Context: an optimization exercise on an open-source flow, tuned for small area and a short achievable clock period. The choices shown serve that exercise and are no tape-out recipe.
At most, simulation tests tie the RTL to the original design; equivalence was not proved.

v6:
==> module mac_unit, before the edit <==
module mac_unit
(
	input  logic     clock,
	input  logic     reset,
	input  neuron_pe_pkg::pe_word_t data_in,
	input  logic [7:0] wbyte,
	input  neuron_pe_pkg::pe_word_t replay,
	input  neuron_pe_pkg::pe_step_t step,
	output neuron_pe_pkg::pe_word_t acc,
	output neuron_pe_pkg::pe_word_t opnd
);
	typedef logic [31:0] w32_t;
	w32_t mul_a;
	w32_t acc_s;
	w32_t acc_c;
	logic is_act;
	assign is_act = (step.held == neuron_pe_pkg::op_act || step.held == neuron_pe_pkg::op_act_clr);
	always_ff @(posedge clock)
	begin
		if (step.issue)
		begin
			case (step.op)
				neuron_pe_pkg::op_ma:   mul_a <= data_in;
				neuron_pe_pkg::op_mab:  mul_a <= replay;
				neuron_pe_pkg::op_bias: mul_a <= 32'd1;
				default:                mul_a <= '0;
			endcase
		end
		else
			mul_a <= {mul_a[23:0], 8'd0};
	end
	w32_t r0 [10];
	w32_t r1 [7];
	w32_t r2 [5];
	w32_t r3 [4];
	w32_t r4 [3];
	w32_t nxt_s;
	w32_t nxt_c;
	assign r0[0] = acc_s;
	assign r0[1] = acc_c;
	genvar j;
	generate
		for (j = 0; j < 8; j++)
		begin : g_pp
			assign r0[2 + j] = (mul_a << j) & {32{wbyte[j]}};
		end
	endgenerate
	assign r1[0] = r0[0] ^ r0[1] ^ r0[2];
	assign r1[1] = ((r0[0] & r0[1]) | (r0[0] & r0[2]) | (r0[1] & r0[2])) << 1;
	assign r1[2] = r0[3] ^ r0[4] ^ r0[5];
	assign r1[3] = ((r0[3] & r0[4]) | (r0[3] & r0[5]) | (r0[4] & r0[5])) << 1;
	assign r1[4] = r0[6] ^ r0[7] ^ r0[8];
	assign r1[5] = ((r0[6] & r0[7]) | (r0[6] & r0[8]) | (r0[7] & r0[8])) << 1;
	assign r1[6] = r0[9];
	assign r2[0] = r1[0] ^ r1[1] ^ r1[2];
	assign r2[1] = ((r1[0] & r1[1]) | (r1[0] & r1[2]) | (r1[1] & r1[2])) << 1;
	assign r2[2] = r1[3] ^ r1[4] ^ r1[5];
	assign r2[3] = ((r1[3] & r1[4]) | (r1[3] & r1[5]) | (r1[4] & r1[5])) << 1;
	assign r2[4] = r1[6];
	assign r3[0] = r2[0] ^ r2[1] ^ r2[2];
	assign r3[1] = ((r2[0] & r2[1]) | (r2[0] & r2[2]) | (r2[1] & r2[2])) << 1;
	assign r3[2] = r2[3];
	assign r3[3] = r2[4];
	assign r4[0] = r3[0] ^ r3[1] ^ r3[2];
	assign r4[1] = ((r3[0] & r3[1]) | (r3[0] & r3[2]) | (r3[1] & r3[2])) << 1;
	assign r4[2] = r3[3];
	assign nxt_s = r4[0] ^ r4[1] ^ r4[2];
	assign nxt_c = ((r4[0] & r4[1]) | (r4[0] & r4[2]) | (r4[1] & r4[2])) << 1;
	always_ff @(posedge clock)
	begin
		if (reset || (step.commit && is_act))
		begin
			acc_s <= '0;
			acc_c <= '0;
		end
		else
		begin
			acc_s <= nxt_s;
			acc_c <= nxt_c;
		end
	end
	logic [31:0] bk_g [6];
	logic [31:0] bk_p [6];
	logic [31:0] bk_c;
	always_comb
	begin
		bk_g[0] = acc_s & acc_c;
		bk_p[0] = acc_s ^ acc_c;
		for (int l = 1; l <= 5; l++)
		begin
			bk_g[l] = bk_g[l-1];
			bk_p[l] = bk_p[l-1];
			for (int i = 0; i < 32; i++)
				if ((i % (1 << l)) == (1 << l) - 1)
				begin
					bk_g[l][i] = bk_g[l-1][i] | (bk_p[l-1][i] & bk_g[l-1][i - (1 << (l-1))]);
					bk_p[l][i] = bk_p[l-1][i] & bk_p[l-1][i - (1 << (l-1))];
				end
		end
		bk_c = bk_g[5];
		for (int l = 4; l >= 1; l--)
			for (int i = 0; i < 32; i++)
				if ((i % (1 << l)) == (1 << (l-1)) - 1 && i >= (1 << l))
					bk_c[i] = bk_g[l-1][i] | (bk_p[l-1][i] & bk_c[i - (1 << (l-1))]);
		for (int i = 2; i < 32; i += 2)
			bk_c[i] = bk_g[0][i] | (bk_p[0][i] & bk_c[i-1]);
	end
	assign acc = bk_p[0] ^ {bk_c[30:0], 1'b0};
	assign opnd = mul_a;
endmodule
==> flow/config.mk <==
export PLATFORM = sky130hd
export DESIGN_NAME = neuron_pe
export DESIGN_NICKNAME = neuron_pe
export VERILOG_FILES = /design/flow/design.v
export SDC_FILE = /design/flow/constraint.sdc
export NUM_CORES = 4
export LEC_CHECK = 0
export CAP_MARGIN = 20
export CORE_MARGIN = 2
export CORE_UTILIZATION = 40
export CTS_BUF_LIST = sky130_fd_sc_hd__clkbuf_8
export CTS_CLUSTER_DIAMETER = 50
export CTS_CLUSTER_SIZE = 20
export SETUP_SLACK_MARGIN = 4.5
export SLEW_MARGIN = 20
export TNS_END_PERCENT = 1
==> flow/constraint.sdc <==
create_clock -name core_clock -period 8.0 [get_ports {clock}]
set_input_delay 1.6000 -clock core_clock [delete_from_list [all_inputs] [get_ports {clock}]]
set_output_delay 1.6000 -clock core_clock [all_outputs]
set_load 0.01 [all_outputs]
run.sh (not shown) runs the stock make flow with config.mk's settings and CLKGATE_MAP_FILE= SYNTH_SCRIPT=/design/flow/synth_recipe.tcl, a recipe that flattens the netlist after the stock synthesis.
For v7, these inputs were changed with respect to v6:
--- a/flow/design.v
+++ b/flow/design.v
@@ -264,39 +264,13 @@
 		else
 		begin
 			acc_s <= nxt_s;
 			acc_c <= nxt_c;
 		end
 	end
-	logic [31:0] bk_g [6];
-	logic [31:0] bk_p [6];
-	logic [31:0] bk_c;
-	always_comb
-	begin
-		bk_g[0] = acc_s & acc_c;
-		bk_p[0] = acc_s ^ acc_c;
-		for (int l = 1; l <= 5; l++)
-		begin
-			bk_g[l] = bk_g[l-1];
-			bk_p[l] = bk_p[l-1];
-			for (int i = 0; i < 32; i++)
-				if ((i % (1 << l)) == (1 << l) - 1)
-				begin
-					bk_g[l][i] = bk_g[l-1][i] | (bk_p[l-1][i] & bk_g[l-1][i - (1 << (l-1))]);
-					bk_p[l][i] = bk_p[l-1][i] & bk_p[l-1][i - (1 << (l-1))];
-				end
-		end
-		bk_c = bk_g[5];
-		for (int l = 4; l >= 1; l--)
-			for (int i = 0; i < 32; i++)
-				if ((i % (1 << l)) == (1 << (l-1)) - 1 && i >= (1 << l))
-					bk_c[i] = bk_g[l-1][i] | (bk_p[l-1][i] & bk_c[i - (1 << (l-1))]);
-		for (int i = 2; i < 32; i += 2)
-			bk_c[i] = bk_g[0][i] | (bk_p[0][i] & bk_c[i-1]);
-	end
-	assign acc = bk_p[0] ^ {bk_c[30:0], 1'b0};
+	assign acc = acc_s + acc_c;
 	assign opnd = mul_a;
 endmodule
 module output_buffer
 (
 	input  logic     clock,
 	input  logic     reset,
--- outcome ---
- v6 and v7 all finish clean.
- Looking at area added between synthesis and finish, v7 sits 0.49 points below v6.
- Summary of v7 over v6: share of post-route cells with drive strength above 1 shrank by 0.73 points; routed wire length grew by about 4.4%; final core area utilization held steady.
- Relative to v6, overall routing resource usage has gone up in v7.
- Minimum hold slack was lower in the run labelled v6.
- v7 gives less post-CTS setup buffer count than v6 did.
For v6, only the layout was checked, not whether the RTL still works.

==> afterwards: timing with drivers on the ports <==
How much do the figures lean on ideal ports? The routed layouts below were timed once more, with nothing changed but the port constraints. Step 1 assumes that a clkbuf_16 drives the clock port and a buf_2 every other input. Step 2, shift: input delay + t, output delay - t, t = (earliest + latest rising clock arrival at the registers) / 2. This alone moves slack from input paths to output paths. Three values: ideal ports, drivers, drivers and shift; two values: the first two.
| run | shift t [ns] | slack for setup (ns) | latest minus earliest clock arrival (ns) |
|---|---|---|---|
| v6 | 0.847 | 4.164 / 4.096 / 3.640 | 0.067 / 0.067 |
| v7 | 0.840 | 4.210 / 4.069 / 3.647 | 0.066 / 0.067 |
After both steps setup and hold are still met in every run listed. For v7, which loses most, drivers alone change the setup slack by -0.141 ns; drivers and shift together by -0.563 ns.
